Background: an optimization exercise with open tools, aiming at small area, a short achievable clock period and few clock cycles. Do not read the settings as production practice.
Function was checked by simulation only, so behaviour that the tests miss may differ from the original.
In runs 1 and 3 to 8 the design's own scripts or RTL, not TritonCTS, make the clock network.
The flow treats the clock pin as an ideal source. Dropping or thinning the clock tree relies on that and would not hold on a real chip.
Power is estimated from default activity; no workload was simulated.

File: flow/run.sh
#!/bin/bash
# Layout: the standard flow with these changes.
#  - synthesis runs first, exactly as standard (synth.log);
#  - after synthesis, repair uses no delay cells (dont_use.tcl);
#  - port buffers are buf_1;
#  - flip-flops that drive an output buffer drive only it: their other
#    loads move to the buffer output; wide nets get balanced buffer trees,
#    repair_design caps fanout (pre_resize.tcl);
#  - the CTS buffer tree is replaced by a two-level inverter tree, and the
#    post-CTS repair runs on that tree (post_cts.tcl).
#  - repair may resize cells to other footprints (MATCH_CELL_FOOTPRINT=0).
#  - one tie cell drives up to 8 constant-0 output ports (tie_merge.tcl, run
#    from pre_resize.tcl).
#  - output buffers sit next to the flip-flops that drive them (post_dp.tcl).
# The rest of the tools' output goes to standard.log.
set -e
bash standard.sh synth > synth.log 2>&1
F=$PWD/flow
export BUFFER_PORTS_ARGS="-buffer_cell sky130_fd_sc_hd__buf_1"
export PRE_FLOORPLAN_TCL=$F/dont_use.tcl
export FLOW_TIE_GROUP=8
export PRE_RESIZE_TCL=$F/pre_resize.tcl
export POST_DETAIL_PLACE_TCL=$F/post_dp.tcl
export PRE_CTS_TCL=$F/dont_use.tcl
export POST_CTS_TCL=$F/post_cts.tcl
export PRE_GLOBAL_ROUTE_TCL=$F/dont_use.tcl
export FLOW_MAX_FANOUT=40
bash standard.sh SKIP_CTS_REPAIR_TIMING=1 MATCH_CELL_FOOTPRINT=0 finish > standard.log 2>&1
File: flow/dont_use.tcl
# No delay cells in repair: they made slow fanout trees.
set_dont_use "sky130_fd_sc_hd__clkdlybuf4s* sky130_fd_sc_hd__dlygate4sd* sky130_fd_sc_hd__dlymetal6s*"
File: flow/ftree.tcl
# Wide nets (the shift and hold selects of the block register) get a
# one-level buffer tree: any buffers already on the net are removed, then the
# loads are split by recursive bisection of their positions into equal groups
# of at most group_size, each driven by one buffer at its centroid. Uses
# itree_bisect / itree_centroid from inv_tree.tcl.
source [file dirname [info script]]/inv_tree.tcl

proc ftree_is_buf {inst} {
  set m [[$inst getMaster] getName]
  return [expr {[string match "sky130_fd_sc_hd__buf_*" $m] || [string match "sky130_fd_sc_hd__clkbuf_*" $m]}]
}

# move the loads of buffers hanging on net to net itself, recursively
proc ftree_collapse {net} {
  set n 0
  set again 1
  while {$again} {
    set again 0
    foreach it [$net getITerms] {
      if {[$it isOutputSignal]} { continue }
      set inst [$it getInst]
      if {![ftree_is_buf $inst]} { continue }
      set out [[$inst findITerm X] getNet]
      if {$out == "NULL" || [llength [$out getBTerms]] > 0} { continue }
      foreach l [$out getITerms] {
        if {[$l getInst] == $inst} { continue }
        $l disconnect
        $l connect $net
      }
      $it disconnect
      [$inst findITerm X] disconnect
      odb::dbInst_destroy $inst
      odb::dbNet_destroy $out
      incr n
      set again 1
      break
    }
  }
  return $n
}

proc ftree_build {min_loads group_size buf_name} {
  set db [ord::get_db]
  set block [ord::get_db_block]
  set bm [$db findMaster $buf_name]
  set wide {}
  foreach net [$block getNets] {
    if {[$net getSigType] != "SIGNAL"} { continue }
    if {[llength [$net getBTerms]] > 0} { continue }
    set driver ""
    foreach it [$net getITerms] { if {[$it isOutputSignal]} { set driver $it } }
    if {$driver == "" || [ftree_is_buf [$driver getInst]]} { continue }
    set nl 0
    foreach it [$net getITerms] {
      if {[$it isOutputSignal]} { continue }
      if {[ftree_is_buf [$it getInst]]} { incr nl 16 } else { incr nl }
    }
    if {$nl <= $min_loads} { continue }
    set is_clock 0
    foreach it [$net getITerms] {
      if {[[$it getMTerm] getName] == "CLK"} { set is_clock 1; break }
    }
    if {!$is_clock} { lappend wide $net }
  }
  set k 0
  foreach net $wide {
    set removed [ftree_collapse $net]
    set items {}
    set drv ""
    foreach it [$net getITerms] {
      if {[$it isOutputSignal]} { set drv $it; continue }
      set bb [[$it getInst] getBBox]
      lappend items [list [expr {([$bb xMin] + [$bb xMax]) / 2}] [expr {([$bb yMin] + [$bb yMax]) / 2}] $it]
    }
    if {$drv == ""} { continue }
    set levels 0
    while {[llength $items] > $group_size * (1 << $levels)} { incr levels }
    set groups [itree_bisect $items $levels]
    foreach grp $groups {
      set c [itree_centroid $grp]
      set inst [odb::dbInst_create $block $bm "ftree_buf_$k"]
      set sub [odb::dbNet_create $block "ftree_net_$k"]
      foreach s $grp {
        set it [lindex $s 2]
        $it disconnect
        $it connect $sub
      }
      [$inst findITerm A] connect $net
      [$inst findITerm X] connect $sub
      $inst setLocation [lindex $c 0] [lindex $c 1]
      $inst setPlacementStatus PLACED
      incr k
    }
    puts "ftree: [$net getName] removed $removed buffers, [llength $items] loads -> [llength $groups] buffers"
  }
}
File: flow/inv_tree.tcl
# Two-level inverter clock tree: the clock port drives NL1 level-1 inverters,
# each drives NLEAF/NL1 leaf inverters, each leaf drives an equal share of the
# flip-flops. Groups come from recursive bisection of the flip-flop positions,
# so every flip-flop sees the same number of stages (two, so the clock keeps
# its polarity) and similar loads. Any existing clock tree (TritonCTS buffers
# and dummy loads) is removed first.

proc itree_bisect {items levels} {
  # items: list of {x y payload}; returns 2^levels groups of equal size
  if {$levels == 0} { return [list $items] }
  set xs {}; set ys {}
  foreach it $items { lappend xs [lindex $it 0]; lappend ys [lindex $it 1] }
  set xs [lsort -integer $xs]; set ys [lsort -integer $ys]
  set dx [expr {[lindex $xs end] - [lindex $xs 0]}]
  set dy [expr {[lindex $ys end] - [lindex $ys 0]}]
  set idx [expr {$dx >= $dy ? 0 : 1}]
  set s [lsort -integer -index $idx $items]
  set h [expr {[llength $s] / 2}]
  return [concat [itree_bisect [lrange $s 0 [expr {$h - 1}]] [expr {$levels - 1}]] \
                 [itree_bisect [lrange $s $h end] [expr {$levels - 1}]]]
}

proc itree_centroid {items} {
  set sx 0; set sy 0
  foreach it $items { set sx [expr {$sx + [lindex $it 0]}]; set sy [expr {$sy + [lindex $it 1]}] }
  set n [llength $items]
  return [list [expr {$sx / $n}] [expr {$sy / $n}]]
}

proc itree_build {port_name l1_levels leaf_levels l1_master leaf_master} {
  set db [ord::get_db]
  set block [ord::get_db_block]
  set port_net [$block findNet $port_name]

  # walk the existing clock network: flip-flop CLK pins are sinks, every other
  # cell on it is part of the old tree (or a dummy load) and goes away
  set sinks {}
  set old_insts {}
  set old_nets {}
  set todo [list $port_net]
  while {[llength $todo] > 0} {
    set net [lindex $todo 0]
    set todo [lrange $todo 1 end]
    foreach it [$net getITerms] {
      if {[$it isOutputSignal]} { continue }
      set inst [$it getInst]
      if {[[$it getMTerm] getName] == "CLK"} {
        lappend sinks $it
        continue
      }
      lappend old_insts $inst
      foreach ot [$inst getITerms] {
        if {[$ot isOutputSignal] && [$ot getNet] != "NULL"} {
          lappend old_nets [$ot getNet]
          lappend todo [$ot getNet]
        }
      }
    }
  }
  puts "itree: [llength $sinks] sinks, removing [llength $old_insts] old clock cells"
  foreach it $sinks { $it disconnect }
  foreach inst $old_insts { odb::dbInst_destroy $inst }
  foreach net $old_nets { odb::dbNet_destroy $net }

  set items {}
  foreach it $sinks {
    set inst [$it getInst]
    set bb [$inst getBBox]
    lappend items [list [expr {([$bb xMin] + [$bb xMax]) / 2}] [expr {([$bb yMin] + [$bb yMax]) / 2}] $it]
  }
  set lm [$db findMaster $leaf_master]
  set l1m [$db findMaster $l1_master]
  set l1_groups [itree_bisect $items $l1_levels]
  set gi 0
  set li 0
  foreach grp $l1_groups {
    set leaves [itree_bisect $grp $leaf_levels]
    set leaf_pts {}
    set l1_net [odb::dbNet_create $block "clknet_l1_$gi"]
    $l1_net setSigType CLOCK
    foreach leaf $leaves {
      set c [itree_centroid $leaf]
      set inst [odb::dbInst_create $block $lm "clkinv_leaf_$li"]
      set net [odb::dbNet_create $block "clknet_leaf_$li"]
      $net setSigType CLOCK
      [$inst findITerm Y] connect $net
      [$inst findITerm A] connect $l1_net
      foreach s $leaf { [lindex $s 2] connect $net }
      $inst setLocation [lindex $c 0] [lindex $c 1]
      $inst setPlacementStatus PLACED
      lappend leaf_pts [list [lindex $c 0] [lindex $c 1]]
      incr li
    }
    set c [itree_centroid $leaf_pts]
    set inst [odb::dbInst_create $block $l1m "clkinv_l1_$gi"]
    [$inst findITerm Y] connect $l1_net
    [$inst findITerm A] connect $port_net
    $inst setLocation [lindex $c 0] [lindex $c 1]
    $inst setPlacementStatus PLACED
    incr gi
  }
  puts "itree: $gi level-1 and $li leaf inverters"
}
File: flow/post_cts.tcl
# After CTS: replace the buffer tree with a two-level inverter tree
# (inv_tree.tcl), then legalize and repair as cts.tcl does.
source [file dirname [info script]]/dont_use.tcl
source [file dirname [info script]]/inv_tree.tcl
itree_build clock 2 2 sky130_fd_sc_hd__clkinv_16 sky130_fd_sc_hd__clkinv_8
detailed_placement
estimate_parasitics -placement
report_clock_latency
repair_timing_helper
detailed_placement
check_placement -verbose
File: flow/post_dp.tcl
# After detailed placement: put each output port buffer that is driven by a
# flip-flop right next to that flip-flop, so the buffer, not the flip-flop,
# drives the wire to the pin; then legalize again.
set block [ord::get_db_block]
set moved 0
foreach bt [$block getBTerms] {
  if {[$bt getIoType] != "OUTPUT"} { continue }
  set pnet [$bt getNet]
  if {$pnet == "NULL"} { continue }
  set drv ""
  foreach it [$pnet getITerms] { if {[$it isOutputSignal]} { set drv $it } }
  if {$drv == ""} { continue }
  set buf [$drv getInst]
  if {![string match "sky130_fd_sc_hd__buf_*" [[$buf getMaster] getName]]} { continue }
  set in_net [[$buf findITerm A] getNet]
  if {$in_net == "NULL"} { continue }
  set src ""
  foreach it [$in_net getITerms] { if {[$it isOutputSignal]} { set src $it } }
  if {$src == "" || [[$src getMTerm] getName] != "Q"} { continue }
  set ff [$src getInst]
  set loc [$ff getLocation]
  $buf setLocation [expr {[lindex $loc 0] + [[$ff getMaster] getWidth]}] [lindex $loc 1]
  incr moved
}
puts "post_dp: moved $moved output buffers next to their flip-flops"
detailed_placement
optimize_mirroring
check_placement -verbose
estimate_parasitics -placement
File: flow/pre_resize.tcl
# Before repair_design:
#  - a flip-flop that drives an output port's buffer hands its other loads to
#    the buffer's output, so the flip-flop itself drives only the buffer;
#  - the wide control nets (shift and hold selects of the block register) get
#    a balanced buffer tree (ftree.tcl), and fanout is capped for the rest.
source [file dirname [info script]]/dont_use.tcl
source [file dirname [info script]]/tie_merge.tcl

set block [ord::get_db_block]
set moved 0
foreach bt [$block getBTerms] {
  if {[$bt getIoType] != "OUTPUT"} { continue }
  set pnet [$bt getNet]
  if {$pnet == "NULL"} { continue }
  set drv ""
  foreach it [$pnet getITerms] { if {[$it isOutputSignal]} { set drv $it } }
  if {$drv == ""} { continue }
  set buf [$drv getInst]
  if {![string match "sky130_fd_sc_hd__buf_*" [[$buf getMaster] getName]]} { continue }
  set in_net [[$buf findITerm A] getNet]
  if {$in_net == "NULL" || [llength [$in_net getBTerms]] > 0} { continue }
  set src ""
  foreach it [$in_net getITerms] { if {[$it isOutputSignal]} { set src $it } }
  if {$src == "" || [[$src getMTerm] getName] != "Q"} { continue }
  foreach it [$in_net getITerms] {
    if {$it == $src || [$it getInst] == $buf} { continue }
    $it disconnect
    $it connect $pnet
    incr moved
  }
}
puts "pre_resize: moved $moved loads behind output buffers"

source [file dirname [info script]]/ftree.tcl
ftree_build 100 28 sky130_fd_sc_hd__buf_4

set_max_fanout $::env(FLOW_MAX_FANOUT) [current_design]
File: flow/tie_merge.tcl
# After global placement: the constant-0 output ports each got a tie cell of their
# own; let one tie cell drive a group of FLOW_TIE_GROUP such ports.
set block [ord::get_db_block]
set cand {}
foreach inst [$block getInsts] {
  if {[[$inst getMaster] getName] != "sky130_fd_sc_hd__conb_1"} { continue }
  set lo [[$inst findITerm LO] getNet]
  set hi [[$inst findITerm HI] getNet]
  if {$hi != "NULL" || $lo == "NULL"} { continue }
  if {[llength [$lo getITerms]] != 1 || [llength [$lo getBTerms]] != 1} { continue }
  set bt [lindex [$lo getBTerms] 0]
  set name [$bt getName]
  set idx 0
  regexp {\[(\d+)\]} $name -> idx
  lappend cand [list $name $idx $inst $lo $bt]
}
set cand [lsort -integer -index 1 $cand]
set g $::env(FLOW_TIE_GROUP)
set removed 0
for {set i 0} {$i < [llength $cand]} {incr i $g} {
  set chunk [lrange $cand $i [expr {$i + $g - 1}]]
  set keep_net [lindex $chunk 0 3]
  foreach c [lrange $chunk 1 end] {
    lassign $c name idx inst net bt
    $bt disconnect
    $bt connect $keep_net
    [$inst findITerm LO] disconnect
    odb::dbInst_destroy $inst
    odb::dbNet_destroy $net
    incr removed
  }
}
puts "tie_merge: [llength $cand] tied ports, removed $removed tie cells"
File: standard.sh
#!/bin/bash
# synth_recipe.tcl (not shown) runs the flow's synth.tcl, then flattens the netlist and writes it again
# the make line also repeats each setting of config.mk as NAME=value (left out here)
make -C /OpenROAD-flow-scripts/flow DESIGN_CONFIG=/design/flow/config.mk WORK_HOME=/design/flow/orfs CLKGATE_MAP_FILE= SYNTH_SCRIPT=/design/flow/synth_recipe.tcl "${@:-finish}"
File: config.mk
export PLATFORM = sky130hd
export DESIGN_NAME = sha256_padder
export DESIGN_NICKNAME = sha256_padder
export VERILOG_FILES = /design/flow/design.v
export SDC_FILE = /design/flow/constraint.sdc
export NUM_CORES = 4
export LEC_CHECK = 0
export CAP_MARGIN = 20
export CORE_ASPECT_RATIO = 4
export CORE_MARGIN = 2
export CORE_UTILIZATION = 70
export SETUP_SLACK_MARGIN = 2.4
export SLEW_MARGIN = 20
File: constraint.sdc
create_clock -name core_clock -period 4.0 [get_ports {clock}]
set_input_delay 0.8000 -clock core_clock [delete_from_list [all_inputs] [get_ports {clock}]]
set_output_delay 0.8000 -clock core_clock [all_outputs]
set_load 0.01 [all_outputs]
File: design.v
`timescale 1ns/1ps
module sha256_padder (
	input  logic         clock,
	input  logic         regin_reset,
	input  logic         go,
	input  logic [5:0]   msg_len,
	input  logic [7:0]   mem_data,
	output logic [6:0]   mem_req,
	output logic [511:0] block,
	output logic         pad_rdy
);
	logic       idle;    
	logic       en;      
	logic [5:0] addr;    
	logic       clr;     
	logic       v0;      
	logic       vld;     
	logic       hd;      
	logic [5:0] len;     
	logic [5:0] lenq;    
	logic       accept;
	logic [7:0] msg [0:54];   
	logic       mark55;       
	assign accept  = go & idle;
	function automatic logic [5:0] dec6(input logic [5:0] x);
		for (int i = 0; i < 6; i++) begin
			dec6[i] = x[i] ^ ~|(x & ((6'd1 << i) - 6'd1));
		end
	endfunction
	assign mem_req = {en, addr};
	always_ff @(posedge clock) begin
		if (regin_reset) begin
			idle    <= 1'b1;
			en      <= 1'b0;
			clr     <= 1'b0;
			v0      <= 1'b0;
			vld     <= 1'b0;
			hd      <= 1'b1;
			pad_rdy <= 1'b0;
		end else begin
			idle    <= (idle & ~go) | ((clr | v0 | vld) & ~en);
			en      <= idle ? (go & (msg_len != 6'd0)) :
			           clr  ? (|len[5:1]) : (en & (addr != 6'd1));
			clr     <= accept;
			v0      <= en & clr;
			vld     <= en & ~clr;
			hd      <= ~accept & ~(en & ~clr);
			pad_rdy <= ((clr | v0 | vld) & ~en) | (pad_rdy & ~go);
		end
	end
	always_ff @(posedge clock) begin
		addr <= idle ? 6'd0 : clr ? dec6(len) : dec6(addr);
	end
	always_ff @(posedge clock) begin
		if (accept) begin
			len <= msg_len;
		end
		lenq <= len;
	end
	always_ff @(posedge clock) begin
		msg[0] <= ({8{v0}} & mem_data) | ({8{clr}} & 8'h80) | ({8{~clr & ~v0}} & msg[0]);
		msg[1] <= ({8{vld}} & mem_data) | ({8{clr & en}} & 8'h80) | ({8{hd}} & msg[1]);
		for (int i = 2; i < 55; i++) begin
			msg[i] <= ({8{vld}} & msg[i - 1]) | ({8{hd}} & msg[i]);
		end
		mark55 <= (vld & msg[54][7]) | (hd & mark55);
	end
	always_comb begin
		block = '0;
		for (int i = 0; i < 55; i++) begin
			block[511 - 8 * i -: 8] = msg[i];
		end
		block[71] = mark55;
		block[8:3] = lenq;
	end
endmodule
==> results.txt, run 1 <==
- Post-layout net count: 1523
- Synthesis-to-layout area growth: 13.1%
- CP Data Required Time: 4100 ps
- Number of non-filler instances in the completed layout: 1767
- Die width: 76.4 um
- Clk Latency, worst-skew pair: 180 ps
- Worst Setup Slack post-DPL: 2280 ps
- DRC violation total after the first TritonRoute iteration: 729
- Startpoint of the lowest-slack register-to-register path: addr[1]
- Unique masters post-synth: 30
- Number of filler instances in the final layout: 1282
- First-pass GRT wire length: 62100 um
- Kind of start point of the critical path: register
- Kind of path behind the tightest hold check: reg -> reg
- Share of the clock period used by the worst path after layout: 40.1%
- Count of mapped cells out of synthesis: 1133
- Max-slew headroom: 50.2%
- Die boundary height: 294 um
- # Max-Cap Violations: 0
- Die area: 0.0224 mm^2
- Effective utilization at floorplan: 70.9%
- Minimum setup slack in the final design: 2400 ps
- Final hold slack: 395 ps
- Number of pins exceeding their max-slew limit in the final report: 0
- Type of the worst setup path: reg -> reg
- Post-DP HPWL: 30000 um
- Share of synthesized area occupied by flip-flops and latches: 64.0%
- Net load switching power: 1.84 mW
- Switching power as a share of total power: 26.6%
- Worst hold path endpoint: lenq[4]
- Average detailed-routed wire length per instance: 23.9 um
- Top cell type by total area after synthesis: dfxtp_1
- Number of global-route vias before repair: 9975
- Largest fanout on the critical path: 2
- Largest clock skew in the final design: 11.1 ps
- FFs w/ async S/R, synth: 0%
- Setup_tns: 0 ps
- Antenna diode count: 0
- Global placer's final weighted congestion: 0.817
- Highest attainable clock frequency: 623 MHz
- Average size of a mapped cell: 12.9 um^2
- Number of cells on the worst hold path: 0
- Yosys Warn Count: 2
- Int Power: 5.10 mW
- P_leak: 6.65 nW
- Clock-pin transition on the worst setup and hold timing paths: 100 ps
- Total global routing track utilization: 36.0%
- Hold Violations, Final: 0
- Commonest register cell after synthesis: dfxtp_1
- Largest net degree at the start of global routing: 31
- Syn Std Cell Area: 0.0147 mm^2
- Via density per instance: 6.00
- Length of the first detailed-routing pass in iterations: 5
- Post-route minimum period: 1600 ps
- Detailed-route DRC error count: 0
- Area share of the largest cell type after synthesis: 62.8%
- Flop pwr share: 68.3%
- Worst Hold Launch: len[4]
- Total number of vias: 10.6k
- Endpoint of the lowest-slack register-to-register path: addr[4]
- Global route total overflow: 0
- Largest cells by area after synthesis: dfxtp_1 63%, a22o_1 26%, buf_4 3.6%, buf_2 2.9%, edfxtp_1 1.2%
- Number of antenna violations at the first check in global routing: 0
- Post-route core utilization: 80.2%
- Cell area reported after detailed placement: 0.0160 mm^2
- Io pins: 537
- Most frequent cell after synthesis: dfxtp_1
- Summed area of non-filler cells in the final layout: 0.0166 mm^2
- Endpoints failing setup: 0
- Critical path arrival: 1700 ps
- Relative contribution of combinational cells to total power: 7.0%
- Seq cells post-synth: 466
- Run status: complete, no violations
- Most instantiated cells after synthesis: 460 x dfxtp_1, 439 x a22o_1, 86 x buf_2
- TritonCTS Sinks: 466
- Aggregate routed wire length: 42300 um
- Register-to-register path setup slack: 2400 ps
- Worst Reg2Reg Path Length in Cells: 7
- Clock network power share: 24.7%
- Fraction of final layout cells with drive strength greater than 1: 11.8%
- Critical path endpoint category: register
- Worst-case vdd ir drop: 0.000308 V
- Pwr/cell area: 418 mW/mm^2
- Unrepaired setup endpoints after global routing: false
- Transition time at the pin with the least slew margin: 746 ps
- Placeable core region: 0.0207 mm^2
- Standard-cell row count: 106
- Placed cell count: 1747
- Number of enable flip-flop cells after synthesis: 6
- Overall power after layout: 6.94 mW
- IO Port Bufs: 471
- Number of antenna-violating nets in the routed design: 0
==> worst max-delay path by stage <==
| stage | startpoint | endpoint | cells past startpoint |
|---|---|---|---|
| after global placement | go | en | 4 |
| after floorplan | go | en | 3 |
| final | addr[1] | addr[4] | 7 |
| after global routing | addr[1] | addr[4] | 7 |
| after detailed placement | addr[0] | addr[5] | 8 |
==> worst max-delay path, stage by stage (launching register included) <==
cell,delay [ps]
dfxtp_2,330
buf_6,110
inv_1,70
ha_4,170
and2_1,130
ha_1,280
nor2b_2,180
a211oi_2,250
==> cell type report <==
| class | instances | area (um^2) | area share (%) |
|---|---|---|---|
| tap | 270 | 338 | 2.04 |
| multi-input combinational | 498 | 4280 | 25.8 |
| buffer | 32 | 240 | 1.45 |
| inverter | 30 | 418 | 2.52 |
| timing repair buffer | 471 | 1920 | 11.6 |
| sequential | 466 | 9400 | 56.6 |
==> power groups by stage <==
stage / logic (mW) / clock network [mW] / registers, mW
final: 0.486 / 1.71 / 4.74
after global routing: 0.522 / 1.89 / 4.75
after detailed placement: 0.427 / 0 / 4.85
after global placement: 0.362 / 0 / 4.88
after floorplan: 0.354 / 0 / 4.86
==> layout by cell type (no fill, tap or decap), types with 4 or more instances in the layout <==
master     count
a211oi_1       4
a22o_1       439
buf_1        358
buf_4         32
clkbuf_2     111
clkinv_16      4
clkinv_8      16
conb_1         9
dfxtp_1      456
edfxtp_1       6
ha_1           6
inv_1          9
nor2_1         7
nor2b_1        4
==> registers in the layout, indices dropped and copies added, names as in the netlist <==
name and cells:
addr 6, clr 1, en 1, hd 1, idle 1, len 6, lenq 6, mark55 1
msg 440, pad_rdy 1, v0 1, vld 1
==> logic make-up (layout without fill, tap and decap cells) <==
logic type	Yosys count	after routing	synth area share, %
adders and majority gates	7	7	0.597
xor gates and xnor gates	4	4	0.239
AOI/OAI and AO/OA	451	451	26.8
other	1	9	0.0256
DFF	466	466	64.0
buffers and inverters	177	533	7.26
and+or+nand+nor	27	27	1.02
==> per-layer routing <==
metal / up-vias / routed length (um) / global-route usage [%]
li1: 4936 / - / -
met1: 4895 / 13700 / 37.3
met2: 640 / 18900 / 54.3
met3: 124 / 6110 / 19.5
met4: 0 / 3640 / 26.6
met5: - / 0 / 0
Testbench counts, summed over its fixed seeds: cycles 15,553.
==> run 2, diff against run 1 <==
--- a/config.mk
+++ b/config.mk
@@ -10,4 +10,4 @@
 export CORE_MARGIN = 2
 export CORE_UTILIZATION = 70
-export SETUP_SLACK_MARGIN = 2.4
+export SETUP_SLACK_MARGIN = 2.55
 export SLEW_MARGIN = 20
==> run 2 against run 1 <==
Effect of this change: the flow now stops in 5_1_grt; synthesized cell count unchanged; area after synthesis unchanged.
==> results.txt, run 2 <==
- Run status: did not finish
- Stage at which the run stopped: 5_1_grt
- Error message: [ERROR GRT-0232] Routing congestion too high. Check the congestion heatmap in the GUI.
- Unique masters post-synth: 30
- Top cell type by total area after synthesis: dfxtp_1
- Worst Setup Slack post-DPL: 2300 ps
- Global placer's final weighted congestion: 0.858
- Post-DP HPWL: 30100 um
- Largest net degree at the start of global routing: 31
- Pin category terminating the worst setup path after the last repair: register data pin
- Area share of the largest cell type after synthesis: 62.8%
- Average size of a mapped cell: 12.9 um^2
- Number of enable flip-flop cells after synthesis: 6
- Largest cells by area after synthesis: dfxtp_1 63%, a22o_1 26%, buf_4 3.6%, buf_2 2.9%, edfxtp_1 1.2%
- Io pins: 537
- Number of antenna violations at the first check in global routing: 2
- Yosys Warn Count: 2
- Seq cells post-synth: 466
- Effective utilization at floorplan: 70.9%
- IO Port Bufs: 471
- TritonCTS Sinks: 466
- Share of synthesized area occupied by flip-flops and latches: 64.0%
- FFs w/ async S/R, synth: 0%
- Total global routing track utilization: 98.7%
- Syn Std Cell Area: 0.0147 mm^2
- Die boundary height: 294 um
- Count of mapped cells out of synthesis: 1133
- Global route total overflow: 1545
- Die width: 76.4 um
- Most instantiated cells after synthesis: 460 x dfxtp_1, 439 x a22o_1, 86 x buf_2
- Most frequent cell after synthesis: dfxtp_1
- Standard-cell row count: 106
- Post-GRT worst EP: addr[5]$_SDFF_PP0_/D
- Commonest register cell after synthesis: dfxtp_1
## run 2: cell counts after synthesis
Identical to the previous run, type by type.
## run 2: kinds of logic after synthesis
kind of cell             synth area share, %
flip-flops                              64.0
AO/OA/AOI/OAI                           26.8
buffers and inverters                   7.26
AND/OR/NAND/NOR                         1.02
adder cells (fa/ha/maj)                0.597
XOR/XNOR                               0.239
other                                 0.0256
## run 2: worst max-delay path by stage
| stage | from | endpoint | slack [ps] | cells after the start |
|---|---|---|---|---|
| after global placement | vld | msg[26][6] | 2090 | 2 |
| after detailed placement | addr[0] | addr[4] | 2300 | 7 |
| after floorplan | go | en | 2570 | 3 |
## run 2: power groups by stage
| stage | clock network, mW | logic [mW] | registers, mW |
|---|---|---|---|
| floorplan | 0 | 0.355 | 4.86 |
| global placement | 0 | 0.359 | 4.89 |
| detailed placement | 0 | 0.430 | 4.84 |
## run 2: per-stage QoR
stage	instance area (um^2)	utilization [%]	power (mW)	hold WS, ps	std cells
2_1_floorplan	14900	-	5.22	348	1197
3_3_place_gp	16200	78.1	5.25	370	1782
3_5_place_dp	16000	77.5	5.27	383	1747
## run 2: routing by layer
metal / overflow / track usage [%]
met1: 5 / 87.9
met2: 1203 / 126
met3: 9 / 77.0
met4: 327 / 112
met5: 1 / 25.1
==> run 3, diff against run 2 <==
--- a/config.mk
+++ b/config.mk
@@ -10,4 +10,4 @@
 export CORE_MARGIN = 2
 export CORE_UTILIZATION = 70
-export SETUP_SLACK_MARGIN = 2.55
+export SETUP_SLACK_MARGIN = 2.5
 export SLEW_MARGIN = 20
==> run 3 against run 2 <==
Effect of this change: the run now finishes clean; synthesized cell count unchanged; area after synthesis unchanged.
==> results.txt, run 3 <==
- Clock-pin transition on the worst setup and hold timing paths: 100 ps
- Kind of start point of the critical path: register
- DRC violation total after the first TritonRoute iteration: 808
- # Max-Cap Violations: 0
- Minimum setup slack in the final design: 2460 ps
- Cell-by-cell listing of the critical path: inv_1 > ha_1 > nor3b_2 > ha_1 > xnor2_1 > a211oi_2
- Die width: 76.4 um
- Commonest register cell after synthesis: dfxtp_1
- Count of mapped cells out of synthesis: 1133
- Post-route minimum period: 1540 ps
- Global route total overflow: 0
- Syn Std Cell Area: 0.0147 mm^2
- Most used cell along the critical path: ha_1
- Via density per instance: 6.05
- Number of global-route vias before repair: 10.2k
- Fraction of final layout cells with drive strength greater than 1: 35.2%
- Effective utilization at floorplan: 70.9%
- Seq cells post-synth: 466
- Worst Setup Slack post-DPL: 2290 ps
- Endpoint of the lowest-slack register-to-register path: addr[5]
- Io pins: 537
- Most common cell after layout, fill and taps aside: dfxtp_1
- Count of buffer and inverter cells on the critical path: 1
- Share of synthesized area occupied by flip-flops and latches: 64.0%
- Register-to-register path setup slack: 2460 ps
- Type of the worst setup path: reg -> reg
- Yosys Warn Count: 2
- Relative contribution of combinational cells to total power: 7.3%
- Flop pwr share: 68.1%
- Antenna diode count: 0
- Kind of cell with the highest combined delay on the critical path: adder cells
- Top cell type by total area after synthesis: dfxtp_1
- Number of antenna violations at the first check in global routing: 0
- Total number of vias: 10.7k
- Delay of the slowest critical-path stage: 380 ps
- Worst Hold Launch: len[4]
- Run status: complete, no violations
- Clock network power share: 24.6%
- Slowest library cell on the worst path: edfxtp_1
- Die boundary height: 294 um
- Largest clock skew in the final design: 11.6 ps
- Detailed-route DRC error count: 0
- Unrepaired setup endpoints after global routing: true
- Average size of a mapped cell: 12.9 um^2
- Largest fanout on the critical path: 3
- Average detailed-routed wire length per instance: 24.4 um
- Endpoints failing setup: 0
- Worst hold path endpoint: lenq[4]
- Hold Violations, Final: 0
- Unique masters post-synth: 30
- Worst-case vdd ir drop: 0.000323 V
- Setup_tns: 0 ps
- FFs w/ async S/R, synth: 0%
- Clk Latency, worst-skew pair: 190 ps
- Final hold slack: 392 ps
- Register area: 0.00941 mm^2
- Number of enable flip-flop cells after synthesis: 6
- Critical path arrival: 1590 ps
- Standard-cell row count: 106
- Post-route core utilization: 83.9%
- IO Port Bufs: 471
- Most instantiated cells after synthesis: 460 x dfxtp_1, 439 x a22o_1, 86 x buf_2
- Synthesis-to-layout area growth: 18.4%
- Die area: 0.0224 mm^2
- First-pass GRT wire length: 63000 um
- Most frequent cell after synthesis: dfxtp_1
- Worst Reg2Reg Path Length in Cells: 6
- Number of antenna-violating nets in the routed design: 0
- Number of filler instances in the final layout: 1192
- P_leak: 8.04 nW
- Critical path endpoint category: register
- Register ranked first by flip-flop count: msg
- Share of the clock period used by the worst path after layout: 38.5%
- Kind of path behind the tightest hold check: reg -> reg
- Pwr/cell area: 401 mW/mm^2
- Area share of the largest cell type after synthesis: 62.8%
- Aggregate routed wire length: 43100 um
- Footprint of the multi-input gates: 0.00430 mm^2
- Largest net degree at the start of global routing: 31
- TritonCTS Sinks: 466
- Summed area of non-filler cells in the final layout: 0.0174 mm^2
- Placeable core region: 0.0207 mm^2
- Total global routing track utilization: 36.4%
- Cell area reported after detailed placement: 0.0160 mm^2
- Number of pins exceeding their max-slew limit in the final report: 0
- Highest attainable clock frequency: 650 MHz
- Post-layout net count: 1524
- Int Power: 5.12 mW
- Post-DP HPWL: 29800 um
- Number of flip-flops in the largest register: 440
- Largest cells by area after synthesis: dfxtp_1 63%, a22o_1 26%, buf_4 3.6%, buf_2 2.9%, edfxtp_1 1.2%
- Global placer's final weighted congestion: 0.825
- Startpoint of the lowest-slack register-to-register path: len[0]
- CP Data Required Time: 4050 ps
- Net load switching power: 1.84 mW
- Most frequent cells in the layout: 448 x dfxtp_1, 439 x a22o_1, 220 x clkbuf_2
- Number of cells on the worst hold path: 0
- Length of the first detailed-routing pass in iterations: 5
- Switching power as a share of total power: 26.5%
## run 3: cell counts after synthesis
Identical to the previous run, type by type.
## run 3: metal layers
metal	global-route usage, %	part of all wire [%]	routed length [um]
met5	0	0	0
met4	28.0	8.4	3630
met3	18.9	14	5830
met2	54.7	45	19600
met1	37.9	33	14000
## run 3: worst reg2reg max path, cell delays in order (launching register included)
cell      delay [ps]
edfxtp_1         380
inv_1             50
ha_1             210
nor3b_2          160
ha_1             190
xnor2_1          290
a211oi_2         130
## run 3: how the worst max path moves through the flow
stage	from	cells after the start	to	slack, ps
2_1_floorplan	go	3	en	2500
3_3_place_gp	vld	2	msg[12][5]	2150
3_5_place_dp	addr[0]	7	addr[4]	2290
5_1_grt	len[0]	6	addr[5]	2400
6_report	len[0]	6	addr[5]	2460
## run 3: power groups by stage
stage	sequential (mW)	combinational, mW	clock (mW)
final	4.74	0.510	1.71
after global routing	4.75	0.548	1.89
after detailed placement	4.84	0.426	0
after global placement	4.89	0.347	0
after floorplan	4.86	0.355	0
## run 3: cells by family after synthesis
family | count (synthesis) | share of synthesized area [%]
AO/OA/AOI/OAI | 451 | 26.8
flip-flops | 466 | 64.0
other | 1 | 0.0256
XOR/XNOR | 4 | 0.239
buffers and inverters | 177 | 7.26
AND/OR/NAND/NOR | 27 | 1.02
adder cells (fa/ha/maj) | 7 | 0.597
## run 3: layout make-up
type                    instances  share of cell area (%)
plain buffers                  32                    1.38
inverters                      30                    2.42
multi-input cells             498                    24.7
flip-flops and latches        466                    54.2
well taps                     270                    1.95
repair buffers                472                    15.3
## run 3: per-stage QoR
stage                     cells  power, mW
after floorplan            1197       5.21
after global placement     1779       5.24
after detailed placement   1747       5.27
after global routing       1768       7.19
final                      1768       6.96
==> run 4, diff against run 3 <==
--- a/config.mk
+++ b/config.mk
@@ -9,5 +9,5 @@
 export CORE_ASPECT_RATIO = 4
 export CORE_MARGIN = 2
-export CORE_UTILIZATION = 70
-export SETUP_SLACK_MARGIN = 2.5
+export CORE_UTILIZATION = 75
+export SETUP_SLACK_MARGIN = 2.45
 export SLEW_MARGIN = 20
==> run 4 against run 3 <==
Effect of this change: cell area is 2.3% lower; synthesized cell count stayed put; core utilization is 4.1 points higher; sequential share of layout area is 1.2 points higher; flip-flop and latch count stayed put; combinational power hardly changed; cell count is 0.51% lower; first-iteration DRC count is 17% higher; routed wire length is 12% higher; area after synthesis stayed put.
==> results.txt, run 4 <==
- Endpoints failing setup: 0
- Die width: 73.9 um
- Fraction of final layout cells with drive strength greater than 1: 30.2%
- Length of the first detailed-routing pass in iterations: 5
- Post-DP HPWL: 32900 um
- Critical path arrival: 1690 ps
- TritonCTS Sinks: 466
- Launching element of the worst setup path: vld
- # Max-Cap Violations: 0
- Synthesis-to-layout area growth: 15.7%
- P_leak: 7.62 nW
- Share of the clock period used by the worst path after layout: 40.2%
- Placeable core region: 0.0193 mm^2
- Largest clock skew in the final design: 11.9 ps
- Startpoint of the lowest-slack register-to-register path: vld
- FFs w/ async S/R, synth: 0%
- First-pass GRT wire length: 67000 um
- CP Data Required Time: 4080 ps
- Pwr/cell area: 411 mW/mm^2
- Post-synthesis adder-cell area fraction: 0.597%
- Number of antenna-violating nets in the routed design: 0
- Average detailed-routed wire length per instance: 27.4 um
- Effective utilization at floorplan: 76.1%
- Die boundary height: 284 um
- Worst-case vdd ir drop: 0.000388 V
- Register-to-register path setup slack: 2390 ps
- Share of synthesized cell area in and, or, nand and nor gates: 1.02%
- Kind of start point of the critical path: register
- Share of synthesized area occupied by flip-flops and latches: 64.0%
- Number of pins exceeding their max-slew limit in the final report: 0
- Number of enable flip-flop cells after synthesis: 6
- Synthesized-area fraction occupied by xor and xnor cells: 0.239%
- Syn Std Cell Area: 0.0147 mm^2
- Seq cells post-synth: 466
- Endpoint of the lowest-slack register-to-register path: pad_rdy
- Post-route minimum period: 1610 ps
- Hold Violations, Final: 0
- Critical path endpoint category: register
- Via density per instance: 6.45
- Clk Latency, worst-skew pair: 190 ps
- Number of filler instances in the final layout: 907
- Area share of the largest cell type after synthesis: 62.8%
- Commonest register cell after synthesis: dfxtp_1
- Clock-pin transition on the worst setup and hold timing paths: 100 ps
- Io pins: 537
- Setup_tns: 0 ps
- Unrepaired setup endpoints after global routing: true
- Global route total overflow: 0
- Average size of a mapped cell: 12.9 um^2
- Footprint of the multi-input gates: 0.00428 mm^2
- Count of mapped cells out of synthesis: 1133
- Transition time at the pin with the least slew margin: 637 ps
- Number of cells on the worst hold path: 0
- Top cell type by total area after synthesis: dfxtp_1
- Highest attainable clock frequency: 621 MHz
- Largest net degree at the start of global routing: 31
- Most frequent cells in the layout: 457 x dfxtp_1, 439 x a22o_1, 367 x clkbuf_2
- Most common cell after layout, fill and taps aside: dfxtp_1
- Die area: 0.0210 mm^2
- Total global routing track utilization: 43.0%
- Kind of path behind the tightest hold check: reg -> reg
- Share of the synthesized area in compound gates (AO/OA/AOI/OAI): 26.8%
- Antenna diode count: 0
- Overall power after layout: 6.98 mW
- Max-slew headroom: 57.4%
- Number of flip-flops in the largest register: 440
- Standard-cell row count: 102
- Total number of vias: 11.3k
- IO Port Bufs: 471
- Worst Reg2Reg Path Length in Cells: 4
- Number of global-route vias before repair: 10.9k
- End point of the critical path: pad_rdy
- Dominant combinational cell family by area after synthesis: compound AO/OA/AOI/OAI gates
- Detailed-route DRC error count: 0
- Aggregate routed wire length: 48200 um
- Most instantiated cells after synthesis: 460 x dfxtp_1, 439 x a22o_1, 86 x buf_2
- Multiplexer area fraction after synthesis: 0%
- Register ranked first by flip-flop count: msg
- Type of the worst setup path: reg -> reg
- Post-layout net count: 1525
- Unique masters post-synth: 30
- Most frequent cell after synthesis: dfxtp_1
- Largest fanout on the critical path: 28
- Largest cells by area after synthesis: dfxtp_1 63%, a22o_1 26%, buf_4 3.6%, buf_2 2.9%, edfxtp_1 1.2%
- Number of antenna violations at the first check in global routing: 0
- Run status: complete, no violations
- Yosys Warn Count: 2
- Global placer's final weighted congestion: 0.926
- DRC violation total after the first TritonRoute iteration: 944
- Register area: 0.00940 mm^2
## run 4: cell counts after synthesis
Identical to the previous run, type by type.
## run 4: worst min-delay path by stage
stage,from,end,slack (ps)
6_report,len[4],lenq[4],390
5_1_grt,len[4],lenq[4],410
3_5_place_dp,len[4],lenq[4],370
3_3_place_gp,len[4],lenq[4],390
2_1_floorplan,len[4],lenq[4],350
## run 4: layer usage
layer / track usage, % / vias up / routed length [um]
met5: 0 / - / 0
met4: 36.5 / 0 / 5250
met3: 20.3 / 203 / 6540
met2: 65.6 / 862 / 22200
met1: 41.4 / 5326 / 14200
li1: - / 4949 / -
## run 4: critical path, cell delays in order (launching register included)
cell	delay, ps
dfxtp_4	490
buf_4	280
nor3_1	410
o2bb2ai_1	170
nor2b_1	160
## run 4: power breakdown
group / switching [mW] / internal (mW)
Sequential: 0.0394 / 4.70
Clock: 1.45 / 0.271
Combinational: 0.381 / 0.132
## run 4: cells by family after synthesis
family,count (synthesis)
buffers and inverters,177
AND/OR/NAND/NOR,27
adder cells (fa/ha/maj),7
XOR/XNOR,4
AO/OA/AOI/OAI,451
flip-flops,466
other,1
## run 4: area by class of cell
class | instances | share of cell area (%)
buffer | 32 | 1.42
multi-input combinational | 498 | 25.2
tap | 260 | 1.92
timing repair buffer | 473 | 13.5
sequential | 466 | 55.4
inverter | 30 | 2.49
## run 4: stage by stage
| stage | instances | setup slack (ps) | area (um^2) | hold WS, ps | util (%) |
|---|---|---|---|---|---|
| floorplan | 1197 | 2500 | 14900 | 348 | - |
| global placement | 1768 | 2150 | 16100 | 388 | 83.5 |
| detailed placement | 1737 | 2290 | 16000 | 366 | 83.1 |
| global route | 1759 | 2390 | 17000 | 406 | 88.0 |
| finish | 1759 | 2390 | 17000 | 392 | 88.0 |
==> run 5, diff against run 4 <==
--- a/config.mk
+++ b/config.mk
@@ -9,5 +9,5 @@
 export CORE_ASPECT_RATIO = 4
 export CORE_MARGIN = 2
-export CORE_UTILIZATION = 75
+export CORE_UTILIZATION = 60
 export SETUP_SLACK_MARGIN = 2.45
 export SLEW_MARGIN = 20
==> run 5 against run 4 <==
Effect of this change: synthesized cell count stayed put; cell count is 1.6% higher; area after synthesis is the same; largest cell class unchanged; register-to-register slack gained 130 ps; flip-flop and latch count unchanged; cell area rose by 1.2%; via count is 8.0% lower.
==> results.txt, run 5 <==
- Largest net degree at the start of global routing: 41
- Net load switching power: 1.88 mW
- Type of the worst setup path: reg -> out
- Worst-case vdd ir drop: 0.000323 V
- Standard-cell row count: 114
- Total number of vias: 10.4k
- Fraction of final layout cells with drive strength greater than 1: 32.2%
- Post-route met1 wirelength: 13800 um
- Largest fanout on the critical path: 3
- Unique masters post-synth: 30
- Number of antenna-violating nets in the routed design: 0
- Global placer's final weighted congestion: 0.855
- P_leak: 7.79 nW
- FFs w/ async S/R, synth: 0%
- Number of non-filler instances in the completed layout: 1788
- Total global routing track utilization: 33.3%
- Hold Violations, Final: 0
- Max-slew headroom: 49.0%
- Seq cells post-synth: 466
- Commonest register cell after synthesis: dfxtp_1
- TritonCTS Sinks: 466
- Footprint of the multi-input gates: 0.00427 mm^2
- Effective utilization at floorplan: 60.8%
- Detailed-route DRC error count: 0
- Delay of the slowest critical-path stage: 320 ps
- Cell area reported after detailed placement: 0.0160 mm^2
- Average detailed-routed wire length per instance: 25.4 um
- DRC violation total after the first TritonRoute iteration: 581
- Placed cell count: 1765
- Die boundary height: 317 um
- Critical path endpoint category: primary output
- Via density per instance: 5.83
- Top cell type by total area after synthesis: dfxtp_1
- Flop pwr share: 67.5%
- Most frequent cell after synthesis: dfxtp_1
- Clock-pin transition on the worst setup and hold timing paths: 110 ps
- Most common cell after layout, fill and taps aside: dfxtp_1
- Count of mapped cells out of synthesis: 1133
- Number of antenna violations at the first check in global routing: 0
- Most instantiated cells after synthesis: 460 x dfxtp_1, 439 x a22o_1, 86 x buf_2
- Transition time at the pin with the least slew margin: 765 ps
- Register ranked first by flip-flop count: msg
- Die area: 0.0260 mm^2
- CP Data Required Time: 3200 ps
- Routed length on met3: 6130 um
- Setup_tns: 0 ps
- Switching power as a share of total power: 26.8%
- Aggregate routed wire length: 45400 um
- Synthesis-to-layout area growth: 17.1%
- Io pins: 537
- Minimum setup slack in the final design: 2450 ps
- Post-DP HPWL: 33500 um
- Number of enable flip-flop cells after synthesis: 6
- # Max-Cap Violations: 0
- Average size of a mapped cell: 12.9 um^2
- Most frequent cells in the layout: 456 x dfxtp_1, 439 x a22o_1, 398 x clkbuf_2
- Endpoints failing setup: 0
- First-pass GRT wire length: 63400 um
- Die width: 82.2 um
- Critical path arrival: 750 ps
- Number of filler instances in the final layout: 1769
- Post-route core utilization: 71.2%
- Antenna diode count: 0
- Number of global-route vias before repair: 9978
- Clock network power share: 24.8%
- Unrepaired setup endpoints after global routing: true
- Share of synthesized area occupied by flip-flops and latches: 64.0%
- Number of flip-flops in the largest register: 440
- Worst Hold Launch: len[4]
- Post-route minimum period: 1550 ps
- Kind of cell with the highest combined delay on the critical path: flip-flops
- Pwr/cell area: 408 mW/mm^2
- Largest clock skew in the final design: 12.3 ps
- Int Power: 5.13 mW
- Share of the clock period used by the worst path after layout: 38.8%
- Area share of the largest cell type after synthesis: 62.8%
- Kind of start point of the critical path: register
- Post-layout net count: 1524
- Run status: complete, no violations
- Launching element of the worst setup path: msg[11][2]
- Summed area of non-filler cells in the final layout: 0.0172 mm^2
- Cell-by-cell listing of the critical path: buf_1
- IO Port Bufs: 471
- Register area: 0.00940 mm^2
- Syn Std Cell Area: 0.0147 mm^2
- Highest attainable clock frequency: 644 MHz
- Kind of path behind the tightest hold check: reg -> reg
- Largest cells by area after synthesis: dfxtp_1 63%, a22o_1 26%, buf_4 3.6%, buf_2 2.9%, edfxtp_1 1.2%
- Number of pins exceeding their max-slew limit in the final report: 0
- Clk Latency, worst-skew pair: 200 ps
- Startpoint of the lowest-slack register-to-register path: addr[1]
- Worst Setup Slack post-DPL: 791 ps
- Length of the first detailed-routing pass in iterations: 5
- Relative contribution of combinational cells to total power: 7.7%
- Placeable core region: 0.0241 mm^2
- Slowest library cell on the worst path: dfxtp_1
- Wire length on met2: 20600 um
- Yosys Warn Count: 2
- Top layer reached by signal wires: met4
- Count of buffer and inverter cells on the critical path: 1
- Global route total overflow: 0
## run 5: cell counts after synthesis
No cell type changed its count.
## run 5: cell families (layout without fill, tap and decap cells)
logic type                 Yosys count  count (layout)  share of synthesized area [%]
xor gates and xnor gates             4               4                          0.239
adders and majority gates            7               7                          0.597
and+or+nand+nor                     27              27                           1.02
other                                1               9                         0.0256
DFF                                466             466                           64.0
buffers and inverters              177             534                           7.26
AOI/OAI and AO/OA                  451             451                           26.8
## run 5: worst paths after layout
path                                   end  slack [ps]  cells after the start
worst max-delay path            block[418]        2450                      1
worst min-delay path               lenq[4]         390                      0
worst max register to register     addr[4]        2520                      7
worst min register to register     lenq[4]         390                      0
## run 5: final cells by class
cell class / count / area share, %
sequential: 466 / 54.7
multi-input combinational: 498 / 24.9
timing repair buffer: 488 / 15.1
inverter: 30 / 2.45
tap: 290 / 2.11
buffer: 16 / 0.699
## run 5: worst register-to-register path: stages (launching register included)
cell      delay, ps
dfxtp_2         340
buf_6           110
inv_2            50
ha_4            150
and2_1          130
ha_1            290
nor2b_4         130
a211oi_2        200
## run 5: routing by layer
layer | vias to the layer above | global-route usage [%]
li1 | 4919 | -
met1 | 4808 | 31.4
met5 | - | 0
met4 | 0 | 29.4
met2 | 564 | 50.5
met3 | 138 | 17.3
## run 5: metrics by stage
stage / hold WS, ps / power [mW]
final: 392 / 7.01
after global routing: 415 / 7.25
after detailed placement: 378 / 5.29
after global placement: 382 / 5.24
after floorplan: 348 / 5.21
## run 5: power by group through the flow
stage / registers (mW) / clock network, mW / logic, mW
final: 4.73 / 1.74 / 0.543
after global placement: 4.88 / 0 / 0.361
after global routing: 4.74 / 1.93 / 0.583
after detailed placement: 4.84 / 0 / 0.442
after floorplan: 4.86 / 0 / 0.354
==> run 6, diff against run 5 <==
--- a/config.mk
+++ b/config.mk
@@ -9,5 +9,5 @@
 export CORE_ASPECT_RATIO = 4
 export CORE_MARGIN = 2
-export CORE_UTILIZATION = 60
+export CORE_UTILIZATION = 70
 export SETUP_SLACK_MARGIN = 2.45
 export SLEW_MARGIN = 20
==> run 6 against run 5 <==
Effect of this change: routed wire length down 5.5%; sequential share of layout area increased by 0.75 points; first-iteration DRC count is 29% higher; sequential power about the same; power shrank 0.84%; area after synthesis unchanged; global-route usage rose by 2.9 points; core utilization up 11 points; largest cell class unchanged; worst hold slack improved by 2.3 ps.
==> results.txt, run 6 <==
- Worst Hold Launch: len[4]
- Pwr/cell area: 410 mW/mm^2
- Type of the worst setup path: reg -> reg
- Post-route minimum period: 1560 ps
- Setup_tns: 0 ps
- Number of pins exceeding their max-slew limit in the final report: 0
- Clock-pin transition on the worst setup and hold timing paths: 100 ps
- CP Data Required Time: 4090 ps
- Via density per instance: 6.02
- Clk Latency, worst-skew pair: 180 ps
- Synthesis-to-layout area growth: 15.5%
- Register-to-register path setup slack: 2440 ps
- Count of buffer and inverter cells on the critical path: 2
- Transition time at the pin with the least slew margin: 791 ps
- Overall power after layout: 6.95 mW
- Global placer's final weighted congestion: 0.817
- Die boundary height: 294 um
- Most common cell after layout, fill and taps aside: dfxtp_1
- Aggregate routed wire length: 42900 um
- Largest fanout on the critical path: 3
- Startpoint of the lowest-slack register-to-register path: addr[0]
- Critical path arrival: 1650 ps
- Cell-by-cell listing of the critical path: buf_6 > inv_2 > ha_4 > and2_1 > ha_1 > nor2b_4 > a211oi_2
- Fraction of final layout cells with drive strength greater than 1: 30.0%
- Share of synthesized area occupied by flip-flops and latches: 64.0%
- Endpoint of the lowest-slack register-to-register path: addr[4]
- Io pins: 537
- Unique masters post-synth: 30
- Largest net degree at the start of global routing: 31
- Cell area reported after detailed placement: 0.0160 mm^2
- Largest clock skew in the final design: 10.2 ps
- Yosys Warn Count: 2
- Total number of vias: 10.6k
- Standard-cell row count: 106
- Worst-case vdd ir drop: 0.000324 V
- Average size of a mapped cell: 12.9 um^2
- Antenna diode count: 0
- Kind of cell with the highest combined delay on the critical path: adder cells
- Global route total overflow: 0
- Die area: 0.0224 mm^2
- Share of the clock period used by the worst path after layout: 38.9%
- Hold Violations, Final: 0
- Number of antenna-violating nets in the routed design: 0
- First-pass GRT wire length: 62300 um
- Largest cells by area after synthesis: dfxtp_1 63%, a22o_1 26%, buf_4 3.6%, buf_2 2.9%, edfxtp_1 1.2%
- Highest attainable clock frequency: 642 MHz
- Die width: 76.4 um
- # Max-Cap Violations: 0
- Seq cells post-synth: 466
- Slowest library cell on the worst path: dfxtp_2
- Number of global-route vias before repair: 10.0k
- Post-DP HPWL: 30000 um
- Syn Std Cell Area: 0.0147 mm^2
- Number of enable flip-flop cells after synthesis: 6
- Unrepaired setup endpoints after global routing: true
- DRC violation total after the first TritonRoute iteration: 752
- TritonCTS Sinks: 466
- Area share of the largest cell type after synthesis: 62.8%
- Placed cell count: 1747
- Most frequent cells in the layout: 456 x dfxtp_1, 439 x a22o_1, 376 x clkbuf_2
- Kind of start point of the critical path: register
- P_leak: 7.59 nW
- Number of antenna violations at the first check in global routing: 0
- Length of the first detailed-routing pass in iterations: 5
- Effective utilization at floorplan: 70.9%
- FFs w/ async S/R, synth: 0%
- Total global routing track utilization: 36.1%
- Post-route core utilization: 81.9%
- Average detailed-routed wire length per instance: 24.3 um
- Top cell type by total area after synthesis: dfxtp_1
- Most frequent cell after synthesis: dfxtp_1
- Count of mapped cells out of synthesis: 1133
- Critical path endpoint category: register
- Worst hold path endpoint: lenq[4]
- Run status: complete, no violations
- Commonest register cell after synthesis: dfxtp_1
- Number of filler instances in the final layout: 1276
- Register ranked first by flip-flop count: msg
- Number of non-filler instances in the completed layout: 1767
- Number of flip-flops in the largest register: 440
- Max-slew headroom: 47.2%
- Worst Reg2Reg Path Length in Cells: 7
- Endpoints failing setup: 0
- Placeable core region: 0.0207 mm^2
- Post-layout net count: 1523
- Number of cells on the worst hold path: 0
- IO Port Bufs: 471
- Kind of path behind the tightest hold check: reg -> reg
- Delay of the slowest critical-path stage: 340 ps
- Detailed-route DRC error count: 0
- Summed area of non-filler cells in the final layout: 0.0169 mm^2
- Most instantiated cells after synthesis: 460 x dfxtp_1, 439 x a22o_1, 86 x buf_2
==> run 6: cell counts after synthesis <==
No cell type changed its count.
==> run 6: cell type report <==
class | count | area [um^2] | share of cell area [%]
sequential | 466 | 9400 | 55.5
tap | 270 | 338 | 1.99
inverter | 30 | 418 | 2.47
buffer | 32 | 240 | 1.42
timing repair buffer | 471 | 2260 | 13.4
multi-input combinational | 498 | 4280 | 25.3
==> run 6: metrics by stage <==
step | hold slack [ps] | setup slack, ps
2_1_floorplan | 348 | 2500
3_3_place_gp | 379 | 2360
3_5_place_dp | 380 | 2280
5_1_grt | 398 | 2410
6_report | 394 | 2440
==> run 6: worst reg2reg max path, stage by stage (launching register included) <==
cell	delay [ps]
dfxtp_2	340
buf_6	110
inv_2	50
ha_4	150
and2_1	130
ha_1	270
nor2b_4	140
a211oi_2	270
==> run 6: cells by family after synthesis <==
group	share of synthesized area (%)
adder cells (fa/ha/maj)	0.597
buffers and inverters	7.26
other	0.0256
XOR/XNOR	0.239
AO/OA/AOI/OAI	26.8
AND/OR/NAND/NOR	1.02
flip-flops	64.0
==> run 6: worst max-delay path by stage <==
stage          cells after the start         to    start
2_1_floorplan                      3         en       go
3_3_place_gp                       4         en       go
3_5_place_dp                       8    addr[5]  addr[0]
5_1_grt                            2  msg[0][2]      clr
6_report                           7    addr[4]  addr[0]
==> run 6: report_power, final <==
part / leakage [nW] / total [mW] / switching [mW] / internal (mW)
logic: 3.67 / 0.494 / 0.363 / 0.131
registers: 3.77 / 4.74 / 0.0371 / 4.70
clock network: 0.156 / 1.72 / 1.45 / 0.270
total: 7.59 / 6.95 / 1.85 / 5.10
==> run 6: per-layer routing <==
layer	vias up	GRT usage, %	wire [um]
li1	4941	-	-
met1	4900	37.5	13800
met2	674	54.4	19300
met3	130	19.3	6180
met4	0	26.9	3640
met5	-	0	0
==> run 7, diff against run 6 <==
--- a/config.mk
+++ b/config.mk
@@ -7,7 +7,6 @@
 export LEC_CHECK = 0
 export CAP_MARGIN = 20
-export CORE_ASPECT_RATIO = 4
-export CORE_MARGIN = 2
-export CORE_UTILIZATION = 70
+export CORE_AREA = 2.5 2.5 47.5 532.5
+export DIE_AREA = 0 0 50 535
 export SETUP_SLACK_MARGIN = 2.45
 export SLEW_MARGIN = 20
==> run 7 against run 6 <==
Effect of this change: still clean; clock power shrank 2%; setup slack gained 22 ps; flip-flop and latch count is the same; synthesized cell count is the same; critical path depth shrank 6; worst hold slack gained 16 ps; sequential power is essentially flat; highest routed layer unchanged.
==> results.txt, run 7 <==
- # Max-Cap Violations: 0
- Critical path endpoint category: primary output
- Multiplexer area fraction after synthesis: 0%
- Seq cells post-synth: 466
- Kind of path behind the tightest hold check: reg -> reg
- Clock-pin transition on the worst setup and hold timing paths: 100 ps
- Largest cells by area after synthesis: dfxtp_1 63%, a22o_1 26%, buf_4 3.6%, buf_2 2.9%, edfxtp_1 1.2%
- Pwr/cell area: 406 mW/mm^2
- Worst Hold Launch: len[4]
- Io pins: 537
- Number of antenna violations at the first check in global routing: 0
- Largest net degree at the start of global routing: 41
- Clock network power share: 24.3%
- First-pass GRT wire length: 58800 um
- Top layer reached by signal wires: met4
- Kind of cell with the highest combined delay on the critical path: flip-flops
- Detailed-route DRC error count: 0
- Global placer's final weighted congestion: 0.785
- Share of synthesized area occupied by flip-flops and latches: 64.0%
- Post-DP HPWL: 29400 um
- Type of the worst setup path: reg -> out
- Int Power: 5.11 mW
- Share of the synthesized area in compound gates (AO/OA/AOI/OAI): 26.8%
- Length of the first detailed-routing pass in iterations: 5
- Largest clock skew in the final design: 11.7 ps
- Aggregate routed wire length: 39800 um
- Share of synthesized cell area in and, or, nand and nor gates: 1.02%
- Endpoints failing setup: 0
- Switching power as a share of total power: 26.2%
- Slowest library cell on the worst path: dfxtp_1
- Wire length on met2: 20900 um
- Startpoint of the lowest-slack register-to-register path: vld
- Unrepaired setup endpoints after global routing: true
- Delay of the slowest critical-path stage: 320 ps
- Placeable core region: 0.0235 mm^2
- Number of antenna-violating nets in the routed design: 0
- Critical path arrival: 740 ps
- Synthesis-to-layout area growth: 16.3%
- P_leak: 7.52 nW
- Most instantiated cells after synthesis: 460 x dfxtp_1, 439 x a22o_1, 86 x buf_2
- Hold Violations, Final: 0
- Die boundary height: 535 um
- Synthesized-area fraction occupied by xor and xnor cells: 0.239%
- Syn Std Cell Area: 0.0147 mm^2
- Run status: complete, no violations
- Standard-cell row count: 194
- Highest attainable clock frequency: 651 MHz
- Clk Latency, worst-skew pair: 190 ps
- Most frequent cells in the layout: 456 x dfxtp_1, 439 x a22o_1, 351 x clkbuf_2
- Setup_tns: 0 ps
- Count of mapped cells out of synthesis: 1133
- Yosys Warn Count: 2
- Register ranked first by flip-flop count: msg
- Largest fanout on the critical path: 3
- Area share of the largest cell type after synthesis: 62.8%
- Post-route met1 wirelength: 12600 um
- FFs w/ async S/R, synth: 0%
- Launching element of the worst setup path: msg[2][4]
- Most common cell after layout, fill and taps aside: dfxtp_1
- Global route total overflow: 0
- Transition time at the pin with the least slew margin: 759 ps
- CP Data Required Time: 3200 ps
- Average size of a mapped cell: 12.9 um^2
- Final hold slack: 410 ps
- Unique masters post-synth: 30
- Die width: 50 um
- Number of global-route vias before repair: 9896
- Max-slew headroom: 49.4%
- Count of buffer and inverter cells on the critical path: 1
- Post-layout net count: 1524
- Antenna diode count: 0
- Relative contribution of combinational cells to total power: 7.4%
- Post-route minimum period: 1540 ps
- Number of pins exceeding their max-slew limit in the final report: 0
- Commonest register cell after synthesis: dfxtp_1
- Average detailed-routed wire length per instance: 22.2 um
- Number of filler instances in the final layout: 1750
- Cell-by-cell listing of the critical path: buf_1
- Routed length on met3: 4100 um
- Flop pwr share: 68.3%
- Number of enable flip-flop cells after synthesis: 6
- TritonCTS Sinks: 466
- IO Port Bufs: 471
- Net load switching power: 1.81 mW
- Worst-case vdd ir drop: 0.000324 V
- Number of flip-flops in the largest register: 440
- Top cell type by total area after synthesis: dfxtp_1
- Via density per instance: 5.66
- Total global routing track utilization: 29.5%
- Die area: 0.0268 mm^2
- Post-synthesis adder-cell area fraction: 0.597%
- Effective utilization at floorplan: 62.3%
- Kind of start point of the critical path: register
- Dominant combinational cell family by area after synthesis: compound AO/OA/AOI/OAI gates
- Most frequent cell after synthesis: dfxtp_1
- Share of the clock period used by the worst path after layout: 38.4%
- DRC violation total after the first TritonRoute iteration: 202
- Fraction of final layout cells with drive strength greater than 1: 27.6%
- Total number of vias: 10.1k
-- run 7: cell counts after synthesis --
No cell type changed its count.
-- run 7: kinds of logic after synthesis --
kind of cell    count (synthesis)
flops                         466
compound gates                451
buf+inv                       177
simple gates                   27
fa+ha+maj                       7
xor+xnor                        4
other cells                     1
-- run 7: cell type report --
| class | count | area [um^2] | share of cell area [%] |
|---|---|---|---|
| timing repair buffer | 504 | 2610 | 15.3 |
| sequential | 466 | 9400 | 55.1 |
| inverter | 30 | 418 | 2.45 |
| multi-input combinational | 498 | 4260 | 25.0 |
| tap | 294 | 368 | 2.16 |
-- run 7: power groups by stage --
stage               clock, mW  combinational [mW]  sequential, mW
global placement            0               0.372            4.87
global route             1.87               0.555            4.74
detailed placement          0               0.432            4.84
floorplan                   0               0.354            4.86
finish                   1.68               0.510            4.73
-- run 7: path summary, 6_finish.rpt --
path / to / slack (ps) / cells after the start
worst min-delay path: lenq[4] / 410 / 0
worst max register to register: msg[8][1] / 2520 / 5
worst min register to register: lenq[4] / 410 / 0
worst max-delay path: block[492] / 2460 / 1
-- run 7: per-layer routing --
layer	vias up	track usage (%)
li1	4928	-
met1	4588	29.3
met2	567	50.2
met3	51	10.3
met4	0	16.8
met5	-	0
-- run 7: through the flow --
step / total power [mW] / worst slack, ps / cells / area [um^2] / utilization, %
floorplan: 5.21 / 2500 / 1197 / 14900 / -
global placement: 5.24 / 2340 / 1802 / 16200 / 68.6
detailed placement: 5.28 / 1390 / 1768 / 16000 / 68.2
global route: 7.16 / 2430 / 1792 / 17100 / 72.4
finish: 6.93 / 2460 / 1792 / 17100 / 72.4
==> run 8, diff against run 7 <==
--- a/config.mk
+++ b/config.mk
@@ -7,6 +7,7 @@
 export LEC_CHECK = 0
 export CAP_MARGIN = 20
-export CORE_AREA = 2.5 2.5 47.5 532.5
-export DIE_AREA = 0 0 50 535
-export SETUP_SLACK_MARGIN = 2.45
+export CORE_ASPECT_RATIO = 4
+export CORE_MARGIN = 2
+export CORE_UTILIZATION = 65
+export SETUP_SLACK_MARGIN = 2.5
 export SLEW_MARGIN = 20
==> run 8 against run 7 <==
Effect of this change: still clean; cell area is 2.8% higher; via count rose by 3.9%; clock power increased by 2%; critical endpoint is now block[243].
==> results.txt, run 8 <==
- Via density per instance: 5.91
- P_leak: 8.09 nW
- Synthesis-to-layout area growth: 19.5%
- Standard-cell row count: 110
- Setup_tns: 0 ps
- Unique masters post-synth: 30
- # Max-Cap Violations: 0
- Count of mapped cells out of synthesis: 1133
- Die width: 79.1 um
- TritonCTS Sinks: 466
- Area share of the largest cell type after synthesis: 62.8%
- Average detailed-routed wire length per instance: 24.3 um
- Yosys Warn Count: 2
- Io pins: 537
- Post-route core utilization: 78.6%
- IO Port Bufs: 471
- DRC violation total after the first TritonRoute iteration: 829
- Critical path arrival: 700 ps
- Global placer's final weighted congestion: 0.843
- Highest attainable clock frequency: 667 MHz
- Aggregate routed wire length: 43200 um
- Transition time at the pin with the least slew margin: 708 ps
- Number of pins exceeding their max-slew limit in the final report: 0
- Share of the clock period used by the worst path after layout: 37.5%
- Run status: complete, no violations
- Endpoint of the lowest-slack register-to-register path: addr[4]
- Hold Violations, Final: 0
- Number of flip-flops in the largest register: 440
- Largest net degree at the start of global routing: 31
- Clk Latency, worst-skew pair: 190 ps
- Footprint of the multi-input gates: 0.00430 mm^2
- Syn Std Cell Area: 0.0147 mm^2
- Most common cell after layout, fill and taps aside: dfxtp_1
- Critical path endpoint category: primary output
- Largest clock skew in the final design: 9.52 ps
- Total global routing track utilization: 33.7%
- First-pass GRT wire length: 61700 um
- Endpoints failing setup: 0
- Die boundary height: 304 um
- Clock-pin transition on the worst setup and hold timing paths: 100 ps
- Total number of vias: 10.5k
- Slowest library cell on the worst path: dfxtp_1
- FFs w/ async S/R, synth: 0%
- Number of antenna-violating nets in the routed design: 0
- Max-slew headroom: 52.7%
- Die area: 0.0241 mm^2
- Average size of a mapped cell: 12.9 um^2
- Worst-case vdd ir drop: 0.000301 V
- Number of antenna violations at the first check in global routing: 0
- Global route total overflow: 0
- Largest fanout on the critical path: 3
- Post-route minimum period: 1500 ps
- Register ranked first by flip-flop count: msg
- Antenna diode count: 0
- Seq cells post-synth: 466
- Kind of start point of the critical path: register
- Critical path depth in cells: 1
- Number of enable flip-flop cells after synthesis: 6
- Worst Hold Launch: len[4]
- Effective utilization at floorplan: 65.8%
- Register area: 0.00941 mm^2
- Type of the worst setup path: reg -> out
- Share of synthesized area occupied by flip-flops and latches: 64.0%
- Unrepaired setup endpoints after global routing: true
- Number of filler instances in the final layout: 1459
- Number of global-route vias before repair: 9992
- Count of buffer and inverter cells on the critical path: 1
- Most instantiated cells after synthesis: 460 x dfxtp_1, 439 x a22o_1, 86 x buf_2
- Cell-by-cell listing of the critical path: buf_4
- Length of the first detailed-routing pass in iterations: 5
- Worst Reg2Reg Path Length in Cells: 7
- Worst hold path endpoint: lenq[4]
- Post-DP HPWL: 30300 um
- Register-to-register path setup slack: 2550 ps
- Most frequent cells in the layout: 445 x dfxtp_1, 439 x a22o_1, 182 x clkbuf_2
- Kind of path behind the tightest hold check: reg -> reg
- Commonest register cell after synthesis: dfxtp_1
- Startpoint of the lowest-slack register-to-register path: addr[0]
- Post-layout net count: 1528
- Detailed-route DRC error count: 0
- Largest cells by area after synthesis: dfxtp_1 63%, a22o_1 26%, buf_4 3.6%, buf_2 2.9%, edfxtp_1 1.2%
- CP Data Required Time: 3200 ps
- Pwr/cell area: 398 mW/mm^2
- Delay of the slowest critical-path stage: 350 ps
- Most frequent cell after synthesis: dfxtp_1
- Fraction of final layout cells with drive strength greater than 1: 35.8%
- Kind of cell with the highest combined delay on the critical path: flip-flops
- Top cell type by total area after synthesis: dfxtp_1
- Placeable core region: 0.0223 mm^2
- Number of cells on the worst hold path: 0
[run 8: cell counts after synthesis]
Identical to the previous run, type by type.
[run 8: logic make-up after synthesis]
family                   after synthesis  share of synthesized area [%]
flip-flops                           466                           64.0
AO/OA/AOI/OAI                        451                           26.8
buffers and inverters                177                           7.26
AND/OR/NAND/NOR                       27                           1.02
adder cells (fa/ha/maj)                7                          0.597
XOR/XNOR                               4                          0.239
other                                  1                         0.0256
[run 8: layout make-up]
cell class / instances / area share, %
plain buffers: 32 / 1.37
inverters: 30 / 2.41
multi-input cells: 498 / 24.6
repair buffers: 476 / 16.0
flip-flops and latches: 466 / 53.7
well taps: 280 / 2.00
[run 8: per-layer routing]
layer	vias up	GRT usage (%)	share of wire, %
met5	-	0	0
met4	0	23.2	8.0
met3	108	17.2	13
met2	596	51.5	45
met1	4911	35.0	33
li1	4918	-	-
[run 8: power breakdown]
group	total (mW)	switching [mW]	internal (mW)
Sequential	4.74	0.0343	4.70
Clock	1.72	1.45	0.270
Combinational	0.512	0.364	0.148
Total	6.97	1.85	5.12
[run 8: metrics by stage]
stage                     setup slack, ps  std cells  power, mW  instance area, um^2  hold WS, ps
after detailed placement             2250       1757       5.28                16000          364
final                                2500       1782       6.97                17500          384
after global placement               2170       1791       5.25                16200          358
after global routing                 2460       1782       7.21                17500          410
after floorplan                      2500       1197       5.21                14900          348
[run 8: worst max path at each step]
stage | startpoint | endpoint | slack [ps]
after floorplan | go | en | 2500
after global placement | vld | msg[10][6] | 2170
after detailed placement | addr[0] | addr[4] | 2250
after global routing | len[1] | addr[4] | 2460
final | msg[33][3] | block[243] | 2500

[afterwards: timing with drivers on the ports]
The flow's constraints put no driver on any port. The routed layouts listed below were extracted and timed again, unchanged, in two steps. Step 1 (the two cells are an assumption about what drives the block):
set clk [get_ports {clock}]
set_driving_cell -lib_cell sky130_fd_sc_hd__clkbuf_16 $clk
set_driving_cell -lib_cell sky130_fd_sc_hd__buf_2 [delete_from_list [all_inputs] $clk]
Step 2 moves the port delays by t, midway between the first and last clock arrival at a register: inputs arrive t later, outputs are due t later. That takes back most of the time a late clock gives input paths. Three values: no drivers, after step 1, after step 2; two values: the first two.
run	shift t [ns]	setup slack, ns	clock arrival spread, ns	worst register clock-pin slew, ns
run 1	0.403	2.396 / 2.177 / 2.326	0.019 / 0.021	0.11 / 0.11
run 3	0.399	2.461 / 2.272 / 2.326	0.015 / 0.016	0.11 / 0.11
run 4	0.401	2.390 / 2.186 / 2.241	0.013 / 0.015	0.10 / 0.11
run 5	0.420	2.446 / 2.217 / 2.341	0.014 / 0.014	0.11 / 0.11
run 6	0.403	2.443 / 2.233 / 2.323	0.019 / 0.019	0.11 / 0.11
run 7	0.425	2.464 / 2.218 / 2.324	0.013 / 0.013	0.10 / 0.11
run 8	0.408	2.501 / 2.275 / 2.318	0.011 / 0.011	0.11 / 0.11
After both steps every run listed still meets setup and hold. For run 8, which loses most, drivers alone change the setup slack by -0.226 ns; drivers and shift together by -0.183 ns.
